This is an optimization exercise on Yosys and OpenROAD, whose aim is small area, not a production implementation. Only simulation tests tie the RTL to the original design; equivalence was not proved. Power and IR drop assume default switching activity. The clock port is modelled as an ideal driver; clocking choices that lean on that would not hold on a real chip.

== red ==
Design instr_mem_sync, start of the top module:
module instr_mem_sync #(
  parameter int DATA_W    = 32,
  parameter int DEPTH     = 64,
  parameter int ADDR_W    = 32,
  parameter int BYTE_ADDR = 1
) (
  input  logic              clk,
  input  logic              rst_n,
  input  logic              fetch_req,
  input  logic [ADDR_W-1:0] pc,
  input  logic              stall,
  output logic [DATA_W-1:0] instr,
  output logic              instr_valid,
  output logic              fault,
  input  logic              load_start,
  input  logic              load_valid,
  input  logic [DATA_W-1:0] load_data,
  output logic              load_busy,
  output logic              load_done
);
  localparam int NRING = 16;    
  localparam int NSRC  = 68;    
  logic [5:0] ptr;
  logic       do_write;
  assign do_write = rst_n && load_busy && load_valid && !load_start;
  always_ff @(posedge clk) begin
    if (!rst_n) begin
      ptr       <= '0;
      load_busy <= 1'b0;
      load_done <= 1'b0;
    end else begin
      load_done <= 1'b0;
      if (load_start) begin
        ptr       <= '0;
        load_busy <= 1'b1;
      end else if (load_busy && load_valid) begin
        ptr <= ptr + 1'b1;
        if (ptr == 6'd63) begin
          load_busy <= 1'b0;
          load_done <= 1'b1;
        end
      end
    end
  end
  logic [1:0] t;
  ...
Settings: LEC_CHECK=0, CAP_MARGIN=20, CORE_MARGIN=2, CORE_UTILIZATION=40, GPL_TIMING_DRIVEN=0, SLEW_MARGIN=20, SYNTH_HIERARCHICAL=1, SYNTH_MINIMUM_KEEP_SIZE=0; clock period 4.0 ns.
run.sh (not shown) runs the stock make flow with config.mk's settings and CLKGATE_MAP_FILE= SYNTH_SCRIPT=/design/flow/synth_recipe.tcl, a recipe that flattens the netlist after the stock synthesis.
red: all stages done; final checks FAILED (negative setup slack).
Here is what was changed in the inputs of blue compared with red.
Settings: clearing GPL_TIMING_DRIVEN, which used to be 0.
## What came out
Worst hold slack deteriorates in blue relative to red.
Summary of blue over red: total clock buffers created by CTS +2.0%; final area went up; relative contribution of combinational cells to total power held; total via count in the routed design went up; sum of buffers and inverters on the critical path climbed 1.
Relative to red, the highest fanout seen on the critical path of blue is lower by 7.
Run comparison: blue start point of the critical path pa[2][5]; red start point of the critical path pa[1][0]
Compared with red, blue shows a post-route minimum period that is 20 ps higher.
No crash in blue: every stage finished, but the layout fails its final checks due to negative setup slack.
Looking at net count reported at finish, blue sits about 4.3% higher than red does.

---

instr_mem_sync, a different RTL version from the one above (not shown whole).
Size in the first run: about 4500 cells after synthesis, about 110 I/O pins, about 62000 um2 of cells after synthesis.
clock: 4.0 ns
lec_check: 0
cap_margin: 20
core_margin: 2
core_utilization: 55
cts_cluster_diameter: 80
cts_cluster_size: 25
gpl_timing_driven: 0
setup_slack_margin: 0.3
slew_margin: 20
synth_hierarchical: 1
synth_minimum_keep_size: 0
Edit:
--- a/flow/config.mk
+++ b/flow/config.mk
@@ -10,3 +10,3 @@
-export CORE_UTILIZATION = 55
-export CTS_CLUSTER_DIAMETER = 80
-export CTS_CLUSTER_SIZE = 25
+export CORE_UTILIZATION = 70
+export CTS_CLUSTER_DIAMETER = 100
+export CTS_CLUSTER_SIZE = 30
@@ -14 +14,2 @@
-export SETUP_SLACK_MARGIN = 0.3
+export PLACE_DENSITY = 0.78
+export SETUP_SLACK_MARGIN = 0.35
Result: The changed run finished clean. Wire length fell by 3.1%. Power went down by 2.5%. Non-clock buffer count goes up by 9. Area after synthesis stays the same. Sequential power hardly moves.

---

## lagoon
instr_mem_sync, a different RTL version from the one above (not shown whole).
Size in the first run: roughly 110 I/O pins, about 0.063 sq mm of cells after synthesis.
## instr_mem_sync
module instr_mem_sync #(
  parameter int DATA_W    = 32,
  parameter int DEPTH     = 64,
  parameter int ADDR_W    = 32,
  parameter int BYTE_ADDR = 1
) (
  input  logic              clk,
  input  logic              rst_n,
  input  logic              fetch_req,
  input  logic [ADDR_W-1:0] pc,
  input  logic              stall,
  output logic [DATA_W-1:0] instr,
  output logic              instr_valid,
  output logic              fault,
  input  logic              load_start,
  input  logic              load_valid,
  input  logic [DATA_W-1:0] load_data,
  output logic              load_busy,
  output logic              load_done
);
clock: 4.0 ns
lec_check: 0
cap_margin: 20
core_margin: 2
core_utilization: 55
cts_cluster_diameter: 100
cts_cluster_size: 30
gpl_timing_driven: 0
slew_margin: 20
synth_hierarchical: 1
synth_minimum_keep_size: 0
The final report for lagoon shows a completed flow and a layout that fails verification, specifically setup timing.
Modified inputs, maple compared to lagoon
-- flow/config.mk --
<<< lagoon, line 11
export CTS_CLUSTER_DIAMETER = 100
export CTS_CLUSTER_SIZE = 30
export GPL_TIMING_DRIVEN = 0
>>> maple, line 11
Notes after the runs:
- maple completed end to end; final checks failed (setup timing).
- Comparing maple against lagoon, there is no change at all in pin count of the biggest net entering global routing.
- Final cell area: maple above lagoon
- Row sequential share of cell area: maple lower / lagoon higher
- On global-route usage: between maple and lagoon, it ends up higher for maple.
- Of maple and lagoon, it is maple that has the higher count of non-filler cells in the finished layout.
- maple — shortest clock period the worst path allows after layout 0.062 ns higher, lagoon as reference
- Diff lagoon -> maple | placement-stage cell area | increase of 0.0025 sq mm
- Per the comparison of maple with lagoon, routed wire length went up, layout filler cell count went down 5.2%.

---

run 4:
RTL: one of the versions met above, not the one the previous note started from.
Size: ~4,500 cells after synthesis, about 2,200 flip-flops, about 110 I/O pins.
clock: 4.0 ns
lec_check: 0
cap_margin: 20
core_margin: 2
core_utilization: 62
cts_cluster_diameter: 100
cts_cluster_size: 30
gpl_timing_driven: 0
place_density: 0.7
setup_slack_margin: 0.3
slew_margin: 20
synth_hierarchical: 1
synth_minimum_keep_size: 0
Run 4 completed end to end with timing, DRC and antenna clean.
Here is what was changed in the inputs of run 1 compared with run 4.
--- a/flow/config.mk
+++ b/flow/config.mk
@@ -10 +10 @@
-export CORE_UTILIZATION = 62
+export CORE_UTILIZATION = 55
@@ -14,2 +14 @@
-export PLACE_DENSITY = 0.7
-export SETUP_SLACK_MARGIN = 0.3
+export SETUP_SLACK_MARGIN = 0.2
[summary]
- Diff run 4..run 1 | post-synthesis cell area | unchanged
- Run 1 vs. run 4: relative max-transition margin went up by 16 points.
- Run 1 vs. run 4: area fraction of clock buffers and clock inverters comparable, power after layout comparable.
- In run 1, period utilization is higher than in run 4.
- Critical path depth ends up lower on run 1.
- There was hardly any difference in total leakage power between run 1 and run 4.
- For site row count, dividing the value from run 1 by the value from run 4 gives 1.06.

---

Another version of the RTL of instr_mem_sync (not shown whole).
Size in the first run: about 2,200 flip-flops, ~110 I/O pins, ~62,000 µm² of cells after synthesis.
==> flow/design.v (excerpt) <==
module instr_mem_sync #(
  parameter int DATA_W    = 32,
  parameter int DEPTH     = 64,
  parameter int ADDR_W    = 32,
  parameter int BYTE_ADDR = 1
) (
  input  logic              clk,
  input  logic              rst_n,
  input  logic              fetch_req,
  input  logic [ADDR_W-1:0] pc,
  input  logic              stall,
  output logic [DATA_W-1:0] instr,
  output logic              instr_valid,
  output logic              fault,
  input  logic              load_start,
  input  logic              load_valid,
  input  logic [DATA_W-1:0] load_data,
  output logic              load_busy,
  output logic              load_done
);
clock: 4.0 ns
lec_check: 0
cap_margin: 20
core_margin: 2
core_utilization: 55
cts_cluster_diameter: 100
cts_cluster_size: 30
gpl_timing_driven: 0
setup_slack_margin: 0.2
slew_margin: 20
synth_hierarchical: 1
synth_minimum_keep_size: 0
Next try:
CTS_CLUSTER_DIAMETER = 80   (was 100)
CTS_CLUSTER_SIZE = 25   (was 30)
- The new run finished clean
- clock skew stays flat
- hold slack hardly moves
- via count goes up slightly
- power went up by a few percent
- critical path depth is unchanged
- setup slack is worse by 7.1 ps
- maximum frequency hardly moves

-- what the ideal ports hide --
In the flow no input, the clock included, has a driving cell. The finished layouts below were timed again as built, in two steps. Step 1, drivers: a clkbuf_16 drives clk and a buf_2 each remaining input, both assumed. Step 2 moves the port delays by t, midway between the first and last clock arrival at a register: inputs arrive t later, outputs are due t later. That takes back most of the time a late clock gives input paths. a / b / c = ideal ports / drivers / drivers and shift; a / b = the first two.
run | t, ns | setup slack, ns | slew at the worst register clock pin (ns) | worst data-port slew with drivers (ns)
red | 0.907 | -0.058 / -0.058 / -0.933 | 0.08 / 0.08 | 0.18
blue | 0.907 | -0.078 / -0.078 / -0.849 | 0.07 / 0.07 | 0.09
the first run of note 2 | 0.795 | 0.151 / 0.206 / -0.589 | 0.11 / 0.11 | 0.16
the second run of note 2 | 0.753 | 0.260 / 0.229 / -0.524 | 0.12 / 0.12 | 0.23
lagoon | 0.772 | -0.009 / 0.016 / -0.757 | 0.12 / 0.12 | 0.05
maple | 0.887 | -0.072 / -0.016 / -0.904 | 0.07 / 0.07 | 0.07
run 4 | 0.795 | 0.282 / 0.296 / -0.492 | 0.12 / 0.12 | 0.19
run 1 | 0.788 | 0.190 / 0.182 / -0.606 | 0.12 / 0.12 | 0.15
the first run of note 5 | 0.788 | 0.155 / 0.214 / -0.574 | 0.12 / 0.12 | 0.12
the second run of note 5 | 0.794 | 0.148 / 0.120 / -0.674 | 0.10 / 0.10 | 0.13
Met with ideal ports but missed after step 2: setup timing in 6 of these runs. The setup slack of red, which loses most, moves by 0.000 ns with the drivers and by -0.875 ns with both steps.
